Background: an optimization exercise with open tools, aiming at small area. Do not read the settings as production practice.
In this exercise RTL edits were held to simulation tests only and were not proved equivalent to the original.
Power and IR drop assume default switching activity.

`flow/design.v`:
```
module reg_file_sb_wrow #(
  parameter int W = 32
) (
  input  logic         s1,
  input  logic         s0,
  input  logic         h,
  input  logic [W-1:0] a1,
  input  logic [W-1:0] a0,
  input  logic [W-1:0] q,
  output logic [W-1:0] d
);
  assign d = ~(({W{s1}} & a1) | ({W{s0}} & a0) | ({W{h}} & q));
endmodule
module reg_file_sb_aoi3 (
  input  logic [2:0] sel,
  input  logic [2:0] din,
  output logic       y_n
);
  assign y_n = ~|(sel & din);
endmodule
module reg_file_sb_rtail (
  input  logic [2:0] part,
  input  logic       hit_n,
  input  logic       s1,
  input  logic       a1,
  input  logic       s0,
  input  logic       a0,
  output logic       y_n
);
  logic w_m_n, w_b_n;
  assign w_m_n = ~(|part & hit_n);
  assign w_b_n = ~((s1 & a1) | (s0 & a0));
  assign y_n   = w_m_n & w_b_n;
endmodule
module reg_file_sb_rdec (
  input  logic y_n,
  input  logic ph,
  output logic dout
);
  assign dout = ~(y_n ^ ph);
endmodule
module reg_file_sb_nand #(
  parameter int N = 4
) (
  input  logic [N-1:0] a_n,
  output logic         y
);
  assign y = ~&a_n;
endmodule
module reg_file_sb_adec (
  input  logic [4:0]  ra,
  output logic [31:1] sel
);
  always_comb begin
    for (int i = 1; i < 32; i++) sel[i] = (ra == 5'(i));
  end
endmodule
module reg_file_sb_rbit (
  input  logic [30:0] sel,
  input  logic [30:0] din,
  input  logic        hit_n,
  input  logic        s1,
  input  logic        a1,
  input  logic        s0,
  input  logic        a0,
  input  logic        ph,
  output logic        dout
);
  logic [10:0] w_grp_n;
  logic [2:0]  w_part;
  logic        w_y_n;
  for (genvar g = 0; g < 10; g++) begin : g_grp
    reg_file_sb_aoi3 u_aoi (.sel(sel[3*g+:3]), .din(din[3*g+:3]), .y_n(w_grp_n[g]));
  end
  assign w_grp_n[10] = ~(sel[30] & din[30]);
  reg_file_sb_nand #(.N(4)) u_nand0 (.a_n(w_grp_n[3:0]), .y(w_part[0]));
  reg_file_sb_nand #(.N(4)) u_nand1 (.a_n(w_grp_n[7:4]), .y(w_part[1]));
  reg_file_sb_nand #(.N(3)) u_nand2 (.a_n(w_grp_n[10:8]), .y(w_part[2]));
  reg_file_sb_rtail u_tail (
    .part(w_part), .hit_n(hit_n), .s1(s1), .a1(a1), .s0(s0), .a0(a0), .y_n(w_y_n)
  );
  reg_file_sb_rdec u_dec (.y_n(w_y_n), .ph(ph), .dout(dout));
endmodule
module reg_file_sb #(
  parameter int DATA_W = 32,
  parameter int ADDR_W = 5,
  parameter bit BYPASS = 1'b1
) (
  input  logic              clock,
  input  logic              reset,
  input  logic [ADDR_W-1:0] ra_a,
  input  logic [ADDR_W-1:0] ra_b,
  output logic [DATA_W-1:0] rd_a,
  output logic [DATA_W-1:0] rd_b,
  output logic              busy_a,
  output logic              busy_b,
  input  logic              we0,
  input  logic [ADDR_W-1:0] wa0,
  input  logic [DATA_W-1:0] wd0,
  input  logic              we1,
  input  logic [ADDR_W-1:0] wa1,
  input  logic [DATA_W-1:0] wd1,
  input  logic              iss_en,
  input  logic [ADDR_W-1:0] iss_rd,
  output logic              ready
);
  localparam int DEPTH = 1 << ADDR_W;
  logic [ADDR_W-1:0] r_cnt;
  logic              r_ready;
  logic              r_ph;
  logic [DEPTH-1:1]  r_pending;
  logic [DATA_W-1:0] r_mem [DEPTH-1:1];   
  always_ff @(posedge clock or negedge reset) begin
    if (!reset) begin
      r_cnt   <= '0;
      r_ready <= 1'b0;
    end else begin
      r_cnt   <= r_cnt + ADDR_W'(1);
      r_ready <= r_ready | (&r_cnt);
    end
  end
  assign ready = r_ready;
  always_ff @(posedge clock) begin
    r_ph <= !(r_ready && r_ph);
  end
  logic [DATA_W-1:0] w_a1, w_a0;
  assign w_a1 = wd1 ^ {DATA_W{r_ph}};
  assign w_a0 = wd0 ^ {DATA_W{r_ph}};
  logic [DEPTH-1:1] w_hit0, w_hit1, w_s1, w_s0, w_h;
  always_comb begin
    for (int i = 1; i < DEPTH; i++) begin
      w_hit0[i] = we0 && (wa0 == ADDR_W'(i));
      w_hit1[i] = we1 && (wa1 == ADDR_W'(i));
      w_s1[i]   = r_ready && w_hit1[i];
      w_s0[i]   = r_ready && w_hit0[i] && !w_hit1[i];
      w_h[i]    = r_ready && !w_hit0[i] && !w_hit1[i];
    end
  end
  logic [DATA_W-1:0] w_d [DEPTH-1:1];
  for (genvar i = 1; i < DEPTH; i++) begin : g_row
    reg_file_sb_wrow #(.W(DATA_W)) u_wrow (
      .s1(w_s1[i]), .s0(w_s0[i]), .h(w_h[i]),
      .a1(w_a1), .a0(w_a0), .q(r_mem[i]), .d(w_d[i])
    );
  end
  always_ff @(posedge clock) begin
    for (int i = 1; i < DEPTH; i++) r_mem[i] <= w_d[i];
  end
  always_ff @(posedge clock) begin
    for (int i = 1; i < DEPTH; i++) begin
      r_pending[i] <= r_ready && ((iss_en && (iss_rd == ADDR_W'(i))) ||
                      (r_pending[i] && !w_hit0[i] && !w_hit1[i]));
    end
  end
  logic [DEPTH-1:1] w_sel_a [2];
  logic [DEPTH-1:1] w_sel_b [2];
  for (genvar k = 0; k < 2; k++) begin : g_adec
    reg_file_sb_adec u_adec_a (.ra(ra_a), .sel(w_sel_a[k]));
    reg_file_sb_adec u_adec_b (.ra(ra_b), .sel(w_sel_b[k]));
  end
  logic w_h1_a, w_h0_a, w_h1_b, w_h0_b;
  logic w_hitn_a, w_hitn_b, w_s1_a, w_s0_a, w_s1_b, w_s0_b;
  logic w_ph_a, w_ph_b;
  assign w_h1_a   = we1 && (wa1 == ra_a);
  assign w_h0_a   = we0 && (wa0 == ra_a);
  assign w_h1_b   = we1 && (wa1 == ra_b);
  assign w_h0_b   = we0 && (wa0 == ra_b);
  assign w_hitn_a = r_ready && !w_h1_a && !w_h0_a;
  assign w_hitn_b = r_ready && !w_h1_b && !w_h0_b;
  assign w_s1_a   = r_ready && (ra_a != '0) && w_h1_a;
  assign w_s0_a   = r_ready && (ra_a != '0) && w_h0_a && !w_h1_a;
  assign w_s1_b   = r_ready && (ra_b != '0) && w_h1_b;
  assign w_s0_b   = r_ready && (ra_b != '0) && w_h0_b && !w_h1_b;
  assign w_ph_a   = r_ph && r_ready && (ra_a != '0);
  assign w_ph_b   = r_ph && r_ready && (ra_b != '0);
  for (genvar b = 0; b < DATA_W; b++) begin : g_rbit
    logic [DEPTH-2:0] w_col;
    for (genvar i = 1; i < DEPTH; i++) begin : g_col
      assign w_col[i-1] = r_mem[i][b];
    end
    reg_file_sb_rbit u_ra (
      .sel(w_sel_a[b / 16]), .din(w_col), .hit_n(w_hitn_a),
      .s1(w_s1_a), .a1(w_a1[b]), .s0(w_s0_a), .a0(w_a0[b]),
      .ph(w_ph_a), .dout(rd_a[b])
    );
    reg_file_sb_rbit u_rb (
      .sel(w_sel_b[b / 16]), .din(w_col), .hit_n(w_hitn_b),
      .s1(w_s1_b), .a1(w_a1[b]), .s0(w_s0_b), .a0(w_a0[b]),
      .ph(w_ph_b), .dout(rd_b[b])
    );
  end
  assign busy_a = w_hitn_a && |(w_sel_a[0] & r_pending);
  assign busy_b = w_hitn_b && |(w_sel_b[0] & r_pending);
endmodule
```
`flow/config.mk`:
```
export PLATFORM = sky130hd
export DESIGN_NAME = reg_file_sb
export DESIGN_NICKNAME = reg_file_sb
export VERILOG_FILES = /design/flow/design.v
export SDC_FILE = /design/flow/constraint.sdc
export NUM_CORES = 4
export LEC_CHECK = 0
export CAP_MARGIN = 10
export CELL_PAD_IN_SITES_DETAIL_PLACEMENT = 1
export CORE_MARGIN = 2
export CORE_UTILIZATION = 45
export CTS_CLUSTER_DIAMETER = 100
export CTS_CLUSTER_SIZE = 30
export GPL_TIMING_DRIVEN = 1
export PLACE_DENSITY = 0.55
export SETUP_SLACK_MARGIN = 0.25
export SLEW_MARGIN = 10
export SYNTH_HIERARCHICAL = 1
```
`flow/flow/run.sh`:
```
#!/bin/bash
# Standard ORFS layout (the standard.sh, unchanged synthesis), with:
#  - port buffers made from a plain buffer cell instead of the slow delay
#    cell buffer_ports picks by default;
#  - synthesis buffers removed before placement (as timing-driven placement
#    would), so that repair_design buffers the placed design.
set -euo pipefail
export BUFFER_PORTS_ARGS="-buffer_cell sky130_fd_sc_hd__buf_2"
export REMOVE_ABC_BUFFERS=1
bash standard.sh synth > synth.log 2>&1
bash standard.sh > layout.log 2>&1
```
`flow/constraint.sdc`:
```
create_clock -name core_clock -period 6.0 [get_ports {clock}]
set_input_delay 1.2000 -clock core_clock [delete_from_list [all_inputs] [get_ports {clock}]]
set_output_delay 1.2000 -clock core_clock [all_outputs]
set_load 0.01 [all_outputs]
```
`flow/standard.sh`:
```
#!/bin/bash
# synth_recipe.tcl (not shown) runs the flow's synth.tcl, then flattens the netlist and writes it again
# the make line also repeats each setting of config.mk as NAME=value (left out here)
make -C /OpenROAD-flow-scripts/flow DESIGN_CONFIG=/design/flow/config.mk WORK_HOME=/design/flow/orfs CLKGATE_MAP_FILE= SYNTH_SCRIPT=/design/flow/synth_recipe.tcl "${@:-finish}"
```
==> out/qor.yml, run 1 <==
status:
  status: "finished with violations"
  so_faults: "max-capacitance violations, max-slew violations"
power:
  ir_worst_vdd_uv: 199
  leakage_nw: 18.8
  p_total_mw: 16.0
  cellPowerDensity_mw_per_mm2: 311
timing:
  hold_viol: 0
  period_needed_ns: 5.82
  worst_pin_slew_ns: 1.55
  finalCritPeriodShare_pct: 96.9
  relSlewSlack_pct: -3.61
  rsz0062_at_grt: "no"
  setup_slack_ns: 0.183
  tns_ns: 0
  max_freq_mhz: 172
  finalMaxSlewViolations: 36
  setup_viol: 0
  clock_skew_ns: 0.0403
critical_path:
  crit_cells: 9
  r2r_cells: 7
  cp_cell_sequence: "buf_2 -> or3b_4 -> nor2_2 -> a222oi_1 -> nand4_1 -> or3_1 -> a222oi_1 -> xnor2_1 -> buf_2"
  crit_family: "simple AND/OR/NAND/NOR gates"
  path_buf_inv: 2
  crit_slowest_cell: "nor2_2"
  slowest_delay_ns: 1.16
  crit_path_start_kind: "input pin"
  cp_max_fo: 19
  critPathRequiredTime_ns: 4.80
  cp_data_arrival_time_ns: 4.62
  criticalPathCategory: "input pin to output port"
  end_kind: "output port"
global_route:
  overflow: 0
  grt_pass1_vias: 50000
  grt_pass1_wl_microns: 371000
  grt_max_degree: 34
  antenna_found_initial: 16
  grtUsageTotal_pct: 47.2
placed_design:
  dp_slack_ns: 0.472
  io_buffers: 160
  dp_cells: 5514
  gp_congestion: 1.07
  dp_hpwl_microns: 161000
finish:
  syn_to_final_growth_pct: 10.9
  drive_gt1_share_pct: 18.0
  final_cell_mix: "1698 x a222oi_1, 1023 x dfxtp_1, 282 x buf_4, 160 x buf_2, 134 x nand4_1"
  final_common_cell: "a222oi_1"
  fin_nets: 4289
  fin_cells: 5587
floorplan:
  die_y_microns: 326
  die_width_microns: 326
  io_pins: 161
  die_area_sq_mm: 0.106
  initial_utilization_pct: 45.6
  core-area_sq_mm: 0.102
  rows: 117
yosys:
  yosys_most_used_dff: "dfxtp_1"
  syn_avg_cell_area_sq_um: 11.5
  ys.warnings.count: 13
  ys_ff_latch: 1030
  async_reset_ff_share_pct: 0.583
  synth_seq_area_share_pct: 44.4
  netlist.area_leader.share_pct: 44.0
  synth.area.top_cells: "dfxtp_1 44%, a222oi_1 37%, buf_6 4.6%"
  synth_cell_types: 58
  syn-cell-area_sq_mm: 0.0466
  synth_edf_count: 0
  synth_top_area_cell: "dfxtp_1"
  syn-instance-count: 4033
worst_hold_path:
  min_path_type: "input pin to async pin"
clocking:
  clockBufferDepth: 3
  cts.sinks: 1030
  path_clk_slew_ns: 0.10
  tritoncts: "built"
  clk_latency_ns: 0.71
  cts_root_buffer: "clkbuf_16"
  numCtsBuffers: 43
  hold_buffers: 0
  h-tree-depth: 2
routing:
  vias: 52400
  viasPerCell: 9.38
  wl_microns: 266000
  remaining_drc_errors: 0
  ant_nets: 0
  drt_first_pass_iters: 17
  drtIter0Drc: 19000
  wl_per_cell_microns: 47.6
flow_run:
  cap_violations: 3
worst paths after layout:
check	start	to	slack, ns
min in group core_clock	r_cnt[0]$_DFF_PN0_	r_cnt[0]$_DFF_PN0_	0.46
min	reset	r_cnt[0]$_DFF_PN0_	0.33
min reg2reg	r_cnt[0]$_DFF_PN0_	r_cnt[0]$_DFF_PN0_	0.46
max in group asynchronous	reset	r_ready$_DFF_PN0_	5.53
max reg2reg	r_ready$_DFF_PN0_	r_mem[28][16]$_DFF_P_	2.31
max	ra_a[0]	rd_a[1]	0.18
state kept, by name, indices dropped and copies added, names as in the netlist:
register	cells
r_pending	31
r_cnt	5
r_mem	992
r_ready	1
r_ph	1
layer usage:
layer / vias up / wire length, microns / track usage, %
met2: 5688 / 106000 / 66.1
met5: - / 71 / 0.177
met4: 10 / 25400 / 35.7
met3: 1292 / 44700 / 16.2
li1: 19700 / - / -
met1: 25700 / 89700 / 59.5
stage by stage:
stage          hold slack (ns)  utilization, %  area, sq um
2_1_floorplan            0.422               -        43700
3_3_place_gp             0.435            49.2        50200
3_5_place_dp             0.450            49.2        50200
4_1_cts                  0.329            50.4        51500
5_1_grt                  0.342            50.5        51600
6_report                 0.332            50.5        51600
Yosys cell counts (all sizes together), types with 12 or more instances:
master      n
nand4     134
nor2b      12
a211oi     12
a222oi   1698
a221oi     23
nand3      95
xor2       81
clkbuf     20
o2bb2ai    12
o21ai      18
dfxtp    1024
a21oi      12
nor2      179
nand3b     12
or3        70
or3b       12
nand2     118
buf       310
xnor2      69
nand2b     17
and3       13
modules after synthesis, one instance, submodules excluded, excerpt:
module / flip-flops and latches / cell area (sq um) / cells inside / times used
reg_file_sb: 1030 / 23800 / 1490 / 1
reg_file_sb_adec: 0 / 218 / 46 / 4
reg_file_sb_aoi3: 0 / 10.0 / 1 / 640
reg_file_sb_rbit: 0 / 3.75 / 1 / 64
reg_file_sb_rdec: 0 / 8.76 / 1 / 64
reg_file_sb_rtail: 0 / 16.3 / 2 / 64
cells by family after synthesis:
group	synth area share, %
flops	44.4
xor+xnor	2.82
buf+inv	6.11
fa+ha+maj	0.0537
simple gates	8.06
compound gates	38.6
area by class of cell:
cell class | count | area (sq um)
Multi-Input combinational cell | 2669 | 24900
Fill cell | 10800 | 50600
Clock inverter | 16 | 173
Timing Repair Buffer | 445 | 2990
Tap cell | 1368 | 1710
Sequential cell | 1030 | 20700
Inverter | 4 | 15.0
Antenna cell | 9 | 22.5
Clock buffer | 46 | 1110
power by group:
part | total (mW) | internal (mW) | switching [mW]
Combinational | 2.86 | 1.18 | 1.68
Sequential | 9.31 | 8.16 | 1.15
Clock | 3.86 | 1.39 | 2.47
what timing repair did:
action / 4_1_cts / 5_1_grt
buffers inserted: 0 / 1
resized for setup: 0 / 6
setup endpoints to repair: 0 / 8
==> run 2: changes to the inputs <==
--- a/flow/config.mk
+++ b/flow/config.mk
@@ -13,6 +13,6 @@
 export CTS_CLUSTER_SIZE = 30
 export GPL_TIMING_DRIVEN = 1
 export PLACE_DENSITY = 0.55
-export SETUP_SLACK_MARGIN = 0.25
+export SETUP_SLACK_MARGIN = 0.5
 export SLEW_MARGIN = 10
 export SYNTH_HIERARCHICAL = 1
==> run 2 against run 1 <==
Compared with the run above: first-iteration DRC count is 3.7% higher; highest routed layer unchanged; largest cell class unchanged; clock skew is 0.0016 ns higher; non-clock buffer count is 7 higher; global-route usage hardly changed; sequential cell count stayed put; now clean on timing, DRC and antenna; fmax is 3.0% higher.
==> out/qor.yml, run 2 <==
global_route:
  grt_pass1_wl_microns: 372000  # about the same
  overflow: 0  # unchanged
  grt_max_degree: 34  # unchanged
  grtUsageTotal_pct: 47.2  # about the same
  grt_pass1_vias: 50100  # +0.22%
  antenna_found_initial: 10  # -6
critical_path:
  slowest_delay_ns: 0.83  # -0.33 ns
  cp_cell_sequence: "clkbuf_4 -> or3b_4 -> nor2_1 -> a222oi_1 -> nand4_1 -> or3_1 -> a222oi_1 -> xnor2_2 -> buf_2"
  crit_slowest_cell: "a222oi_1"
  cp_max_fo: 19  # unchanged
  criticalPathCategory: "input pin to output port"
  end_kind: "output port"
  critPathRequiredTime_ns: 4.80  # about the same
  crit_path_start_kind: "input pin"
  cpMostUsedCell: "a222oi_1"
  cp_data_arrival_time_ns: 4.45  # -0.17 ns
flow_run:
  cap_violations: 0  # -3
floorplan:
  rows: 117  # unchanged
  die_y_microns: 326  # unchanged
  io_pins: 161  # unchanged
  initial_utilization_pct: 45.6  # unchanged
  die_width_microns: 326  # unchanged
  die_area_sq_mm: 0.106  # unchanged
  core-area_sq_mm: 0.102  # unchanged
yosys:
  yosys.area_share.simple_pct: 8.06  # unchanged
  synthAdderAreaFrac_pct: 0.0538  # unchanged
  synth_cell_types: 58  # unchanged
  async_reset_ff_share_pct: 0.583  # unchanged
  muxShareOfSynthArea_pct: 0  # unchanged
  ys_ff_latch: 1030  # unchanged
  yosys_most_used_dff: "dfxtp_1"
  syn-instance-count: 4033  # unchanged
  yosys.area_share.xor_xnor_pct: 2.82  # unchanged
  syn_avg_cell_area_sq_um: 11.5  # unchanged
  synth.area.top_cells: "dfxtp_1 44%, a222oi_1 37%, buf_6 4.6%"
  synth_top_family_by_area: "compound AO/OA/AOI/OAI gates"
  yosysMostFrequentCell: "a222oi_1"
  ys_top_cells_by_count: "1698 x a222oi_1, 1024 x dfxtp_1, 190 x buf_6"
  synth_top_area_cell: "dfxtp_1"
  netlist.area_leader.share_pct: 44.0  # unchanged
  ys.warnings.count: 13  # unchanged
  synth_compound_area_share_pct: 38.6  # unchanged
  synth_seq_area_share_pct: 44.4  # unchanged
  synth_edf_count: 0  # unchanged
  syn-cell-area_sq_mm: 0.0466  # unchanged
finish:
  fin_nets: 4297  # +0.19%
  largest_reg_flops: 992  # unchanged
  syn_to_final_growth_pct: 11.3
  fin_cells: 5597  # +0.18%
  final_cell_mix: "1698 x a222oi_1, 1023 x dfxtp_1, 288 x buf_4, 150 x buf_2, 134 x nand4_1"
  fillers: 10800  # -0.19%
  drive_gt1_share_pct: 18.3  # +0.32 points
  max_flop_register: "r_mem"
  final_common_cell: "a222oi_1"
  final_area_sq_mm: 0.0518  # +0.42%
  biggestRegsByFlops: "r_mem (992), r_pending (31), r_cnt (5)"
clocking:
  clk_latency_ns: 0.71  # about the same
  h-tree-depth: 2  # unchanged
  cts_root_buffer: "clkbuf_16"
  clockBufferDepth: 3  # unchanged
  path_clk_slew_ns: 0.10  # about the same
  cts.sinks: 1030  # unchanged
  numCtsBuffers: 43  # unchanged
  tritoncts: "built"
routing:
  ant_nets: 0  # unchanged
  wl_microns: 267000  # +0.35%
  drtIter0Drc: 19700  # +3.7%
  vias: 52600  # +0.32%
  viasPerCell: 9.40  # +0.14%
  remaining_drc_errors: 0  # unchanged
  drt_first_pass_iters: 17  # unchanged
  wl_per_cell_microns: 47.7  # +0.17%
timing:
  max_freq_mhz: 177  # +3.0%
  finalMaxSlewViolations: 0  # -100%
  hold_viol: 0  # unchanged
  setup_viol: 0  # unchanged
  tns_ns: 0  # unchanged
  finalCritPeriodShare_pct: 94.1  # -2.8 points
  clock_skew_ns: 0.0418  # +0.00157 ns
  relSlewSlack_pct: 5.10  # +8.7 points
  worst_pin_slew_ns: 1.42  # -0.131 ns
  rsz0062_at_grt: "yes"
  period_needed_ns: 5.65  # -0.170 ns
worst_hold_path:
  min_path_type: "input pin to async pin"
power:
  cellPowerDensity_mw_per_mm2: 310  # -0.27%
  ir_worst_vdd_uv: 199  # -0.13%
  leakage_nw: 18.9  # +0.51%
placed_design:
  io_buffers: 160  # unchanged
  post_dp_cell_area_sq_mm: 0.0502  # unchanged
  gp_congestion: 1.07  # unchanged
  dp_cells: 5514  # unchanged
  dp_hpwl_microns: 161000  # unchanged
status:
  status: "finished clean"
==> run 2: cell families after synthesis <==
logic type / count (synthesis)
AOI/OAI and AO/OA: 1812
xor gates and xnor gates: 150
adders and majority gates: 2
buffers and inverters: 334
DFF: 1030
and+or+nand+nor: 705
==> run 2: timing repair <==
item                                    CTS  global route
pin swaps                                 1            21
endpoints found under the setup margin    2            50
hold buffers                              0             0
buffers inserted                          0             8
resized for setup                         2            43
gates cloned                              0             1
endpoints found under the hold margin     0             0
==> run 2: cell type report <==
class	count	area (sq um)	area share [%]
Sequential cell	1030	20700	39.8
Inverter	4	15.0	0.0290
Timing Repair Buffer	452	3070	5.92
Clock inverter	16	173	0.333
Clock buffer	46	1110	2.14
Multi-Input combinational cell	2670	25100	48.4
Antenna cell	11	27.5	0.0531
Tap cell	1368	1710	3.30
==> run 2: per-layer routing <==
layer  GRT usage (%)  routed length (microns)
met3            16.4                    45500
met2            66.4                   106000
met1            59.4                    89900
met5           0.444                       78
met4            35.2                    25000
==> run 2: worst max-delay path, delay by kind of cell <==
kind | cells | cell delay [ns]
xor+xnor | 1 | 0.24
compound gates | 2 | 1.23
simple gates | 4 | 1.34
buf+inv | 2 | 0.42
==> run 2: power breakdown <==
group	switching (mW)	internal, mW	total, mW	leakage, nW
sequential	1.15	8.16	9.31	8.94
combinational	1.69	1.18	2.88	9.32
clock	2.47	1.39	3.87	0.620
==> run 2: per-stage QoR <==
| stage | power, mW | hold slack [ns] | util (%) | setup slack, ns |
|---|---|---|---|---|
| floorplan | 10.6 | 0.422 | - | 0.107 |
| global placement | 11.9 | 0.435 | 49.2 | 0.437 |
| detailed placement | 12.1 | 0.450 | 49.2 | 0.472 |
| CTS | 15.7 | 0.329 | 50.4 | 0.510 |
| global route | 16.5 | 0.342 | 50.7 | 0.468 |
| finish | 16.1 | 0.335 | 50.7 | 0.353 |
==> run 2: final timing paths <==
path | to | cells after the start | slack [ns] | start
worst min register to register | r_cnt[0]$_DFF_PN0_ | 1 | 0.46 | r_cnt[0]$_DFF_PN0_
max in group asynchronous | r_ready$_DFF_PN0_ | 1 | 5.53 | reset
worst max register to register | r_mem[28][16]$_DFF_P_ | 7 | 2.27 | r_ready$_DFF_PN0_
worst max-delay path | rd_a[30] | 9 | 0.35 | ra_a[1]
min in group core_clock | r_cnt[0]$_DFF_PN0_ | 1 | 0.46 | r_cnt[0]$_DFF_PN0_
worst min-delay path | r_cnt[0]$_DFF_PN0_ | 1 | 0.33 | reset
==> run 2: per-module statistics from Yosys, one instance, submodules excluded, a selection <==
module             cell area, sq um  flip-flops and latches  cells
reg_file_sb_rdec               8.76                       0      1
reg_file_sb_aoi3               10.0                       0      1
reg_file_sb                   23800                    1030   1490
reg_file_sb_adec                218                       0     46
reg_file_sb_rtail              16.3                       0      2
reg_file_sb_rbit               3.75                       0      1
==> run 3: changes to the inputs <==
==> flow/config.mk (replaced) <==
export PLATFORM = sky130hd
export DESIGN_NAME = reg_file_sb
export DESIGN_NICKNAME = reg_file_sb
export VERILOG_FILES = /design/flow/design.v
export SDC_FILE = /design/flow/constraint.sdc
export NUM_CORES = 4
export LEC_CHECK = 0
export CAP_MARGIN = 15
export CELL_PAD_IN_SITES_DETAIL_PLACEMENT = 1
export CORE_MARGIN = 2
export CORE_UTILIZATION = 50
export CTS_CLUSTER_DIAMETER = 80
export CTS_CLUSTER_SIZE = 26
export GPL_TIMING_DRIVEN = 1
export PLACE_DENSITY = 0.6
export SETUP_SLACK_MARGIN = 0.4
export SLEW_MARGIN = 15
export SYNTH_HIERARCHICAL = 1
==> run 3 against run 2 <==
Compared with the run above: cell area grew 1.1%; sequential cell count is the same; worst setup slack lost 0.13 ns; non-clock buffer count grew 12; now fails the layout checks on max-capacitance violations, max-slew violations; critical path type unchanged; clock skew grew 0.0030 ns; critical path depth is the same; sequential power is essentially flat.
==> out/qor.yml, run 3 <==
critical_path:
  cp_max_fo: 11  # -8
  crit_path_start_kind: "input pin"
  r2r_setup_slack_ns: 2.37  # +0.10 ns
  cpMostUsedCell: "a222oi_1"
  crit_family: "simple AND/OR/NAND/NOR gates"
  cp_cell_sequence: "clkbuf_4 -> or2_2 -> nor2_1 -> a222oi_1 -> nand4_1 -> or3_1 -> a222oi_1 -> xnor2_1 -> buf_2"
  critPathRequiredTime_ns: 4.80  # about the same
  path_buf_inv: 2  # unchanged
  end_kind: "output port"
  crit_slowest_cell: "nor2_1"
  slowest_delay_ns: 1.04  # +0.21 ns
  criticalPathCategory: "input pin to output port"
  cp_data_arrival_time_ns: 4.58  # +0.13 ns
global_route:
  grtUsageTotal_pct: 55.3  # +8.1 points
  grt_pass1_wl_microns: 385000  # +3.6%
  grt_max_degree: 34  # unchanged
  grt_pass1_vias: 51500  # +2.6%
  antenna_found_initial: 19  # +9
  overflow: 0  # unchanged
floorplan:
  rows: 111  # -5.1%
  io_pins: 161  # unchanged
  die_area_sq_mm: 0.0956  # -9.9%
  core-area_sq_mm: 0.0919  # -10%
  initial_utilization_pct: 50.6  # +5.1 points
  die_width_microns: 309  # -5.1%
  die_y_microns: 309  # -5.1%
placed_design:
  post_dp_cell_area_sq_mm: 0.0501  # -0.30%
  dp_cells: 5373  # -2.6%
  gp_congestion: 1.06  # -0.60%
  io_buffers: 160  # unchanged
  dp_slack_ns: 0.168  # -0.304 ns
  dp_hpwl_microns: 165000  # +2.4%
yosys:
  synth_seq_area_share_pct: 44.4  # unchanged
  synth_top_family_by_area: "compound AO/OA/AOI/OAI gates"
  syn-instance-count: 4033  # unchanged
  muxShareOfSynthArea_pct: 0  # unchanged
  yosys.area_share.simple_pct: 8.06  # unchanged
  yosys_most_used_dff: "dfxtp_1"
  ys.warnings.count: 13  # unchanged
  synth_compound_area_share_pct: 38.6  # unchanged
  syn-cell-area_sq_mm: 0.0466  # unchanged
  async_reset_ff_share_pct: 0.583  # unchanged
  synth_cell_types: 58  # unchanged
  yosys.area_share.xor_xnor_pct: 2.82  # unchanged
  synth_edf_count: 0  # unchanged
  synth.area.top_cells: "dfxtp_1 44%, a222oi_1 37%, buf_6 4.6%"
  synthAdderAreaFrac_pct: 0.0538  # unchanged
  syn_avg_cell_area_sq_um: 11.5  # unchanged
  synth_top_area_cell: "dfxtp_1"
  yosysMostFrequentCell: "a222oi_1"
  ys_ff_latch: 1030  # unchanged
  netlist.area_leader.share_pct: 44.0  # unchanged
  ys_top_cells_by_count: "1698 x a222oi_1, 1024 x dfxtp_1, 190 x buf_6"
timing:
  worst_pin_slew_ns: 1.54  # +0.121 ns
  hold_viol: 0  # unchanged
  setup_slack_ns: 0.224  # -0.130 ns
  finalCritPeriodShare_pct: 96.3  # +2.2 points
  relSlewSlack_pct: -3.11  # -8.2 points
  finalMaxSlewViolations: 33  # +33
  whs_ns: 0.331  # -0.00343 ns
  tns_ns: 0  # unchanged
  max_freq_mhz: 173  # -2.2%
  period_needed_ns: 5.78  # +0.130 ns
  clock_skew_ns: 0.0448  # +0.00296 ns
  rsz0062_at_grt: "yes"
  setup_viol: 0  # unchanged
finish:
  largest_reg_flops: 992  # unchanged
  final_common_cell: "a222oi_1"
  final_cell_mix: "1698 x a222oi_1, 1023 x dfxtp_1, 284 x buf_4, 150 x buf_2, 134 x nand4_1"
  final_area_sq_mm: 0.0524  # +1.1%
  fillers: 9494  # -12%
  drive_gt1_share_pct: 19.0  # +0.62 points
  fin_cells: 5506  # -1.6%
  max_flop_register: "r_mem"
  fin_nets: 4316  # +0.44%
  post-route-util_pct: 57.0  # +6.3 points
  syn_to_final_growth_pct: 12.6
  biggestRegsByFlops: "r_mem (992), r_pending (31), r_cnt (5)"
power:
  cellPowerDensity_mw_per_mm2: 317  # +2.4%
  leakage_nw: 19.2  # +1.7%
  ir_worst_vdd_uv: 266  # +34%
  p_total_mw: 16.6  # +3.5%
clocking:
  clockBufferDepth: 3  # unchanged
  cts.sinks: 1030  # unchanged
  h-tree-depth: 2  # unchanged
  clk_latency_ns: 0.72  # about the same
  numCtsBuffers: 51  # +19%
  tritoncts: "built"
  path_clk_slew_ns: 0.09  # about the same
  cts_root_buffer: "clkbuf_16"
status:
  status: "finished with violations"
  so_faults: "max-capacitance violations, max-slew violations"
routing:
  drtIter0Drc: 21200  # +7.9%
  vias: 54400  # +3.4%
  viasPerCell: 9.88  # +5.1%
  wl_microns: 278000  # +4.0%
  drt_first_pass_iters: 28  # +11
  wl_per_cell_microns: 50.4  # +5.7%
  ant_nets: 0  # unchanged
  remaining_drc_errors: 0  # unchanged
flow_run:
  cap_violations: 1  # +1
worst_hold_path:
  min_path_type: "input pin to async pin"
-- run 3: path summary, 6_finish.rpt --
check,start,end,cells after the start
max reg2reg,r_ready$_DFF_PN0_,r_mem[25][13]$_DFF_P_,7
max in group asynchronous,reset,r_cnt[2]$_DFF_PN0_,1
min reg2reg,r_cnt[0]$_DFF_PN0_,r_cnt[0]$_DFF_PN0_,1
min in group core_clock,r_cnt[0]$_DFF_PN0_,r_cnt[0]$_DFF_PN0_,1
min,reset,r_cnt[1]$_DFF_PN0_,1
max,ra_a[4],rd_a[8],9
-- run 3: report_power, final --
part           switching, mW  internal, mW
Clock                   2.56          1.81
Sequential              1.17          8.17
Combinational           1.75          1.17
-- run 3: final cells by class --
class | instances | area, sq um | area share [%]
inverters | 4 | 15.0 | 0.0287
clock buffers | 64 | 1410 | 2.68
flip-flops and latches | 1030 | 20700 | 39.4
diodes | 10 | 25.0 | 0.0478
clock inverters | 22 | 263 | 0.501
well taps | 1243 | 1560 | 2.97
multi-input cells | 2669 | 25100 | 47.9
repair buffers | 464 | 3390 | 6.47
-- run 3: timing repair --
action                     4_1_cts  5_1_grt
pin swaps                        3       28
hold buffers                     0        0
setup endpoints to repair        3       36
resized for setup                2       66
setup buffers                    0       27
-- run 3: kinds of logic (layout without fill, tap and decap cells) --
logic type,Yosys count,in the layout
adders and majority gates,2,2
AOI/OAI and AO/OA,1812,1812
other,0,10
and+or+nand+nor,705,705
xor gates and xnor gates,150,150
DFF,1030,1030
buffers and inverters,334,554
-- run 3: Yosys stat by module, one instance, submodules excluded, excerpt --
| module | area (sq um) | copies in the design | cells |
|---|---|---|---|
| reg_file_sb | 23800 | 1 | 1490 |
| reg_file_sb_adec | 218 | 4 | 46 |
| reg_file_sb_aoi3 | 10.0 | 640 | 1 |
| reg_file_sb_rbit | 3.75 | 64 | 1 |
| reg_file_sb_rdec | 8.76 | 64 | 1 |
| reg_file_sb_rtail | 16.3 | 64 | 2 |
-- run 3: worst register-to-register path, stage by stage, from the launching register on --
cell and delay [ns]:
dfrtp_1 0.72, buf_4 0.43, nand3_1 0.29, inv_1 0.17
nand2_1 0.20, a211oi_4 0.98, buf_4 0.52, a222oi_1 0.19
-- run 3: routing by layer --
layer / GRT usage, % / share of wire, %
met5: 5.01 / 0.21
met1: 64.1 / 32
met3: 26.9 / 18
met2: 75.1 / 39
met4: 47.9 / 11

[static timing again, ports no longer ideal]
The results above use ideal ports. As a check the final layouts listed here were re-extracted and re-timed, cells and wires unchanged.
Step 1 (the two cells are an assumption about what drives the block):
set clk [get_ports {clock}]
set_driving_cell -lib_cell sky130_fd_sc_hd__clkbuf_16 $clk
set_driving_cell -lib_cell sky130_fd_sc_hd__buf_2 [delete_from_list [all_inputs] $clk]
Step 2 also shifts input and output timing later by t, the mid clock arrival at the registers, as if the neighbouring blocks saw the same clock.
a / b / c = no drivers / after step 1 / after step 2; a / b = the first two.
run	t (ns)	setup WS [ns]	pins driven straight from the clock port
run 1	0.760	0.183 / 0.046 / 0.046	1
run 2	0.759	0.353 / 0.242 / 0.242	1
run 3	0.770	0.224 / 0.073 / 0.073	1
For run 3, which loses most, drivers alone change the setup slack by -0.151 ns; drivers and shift together by -0.151 ns.
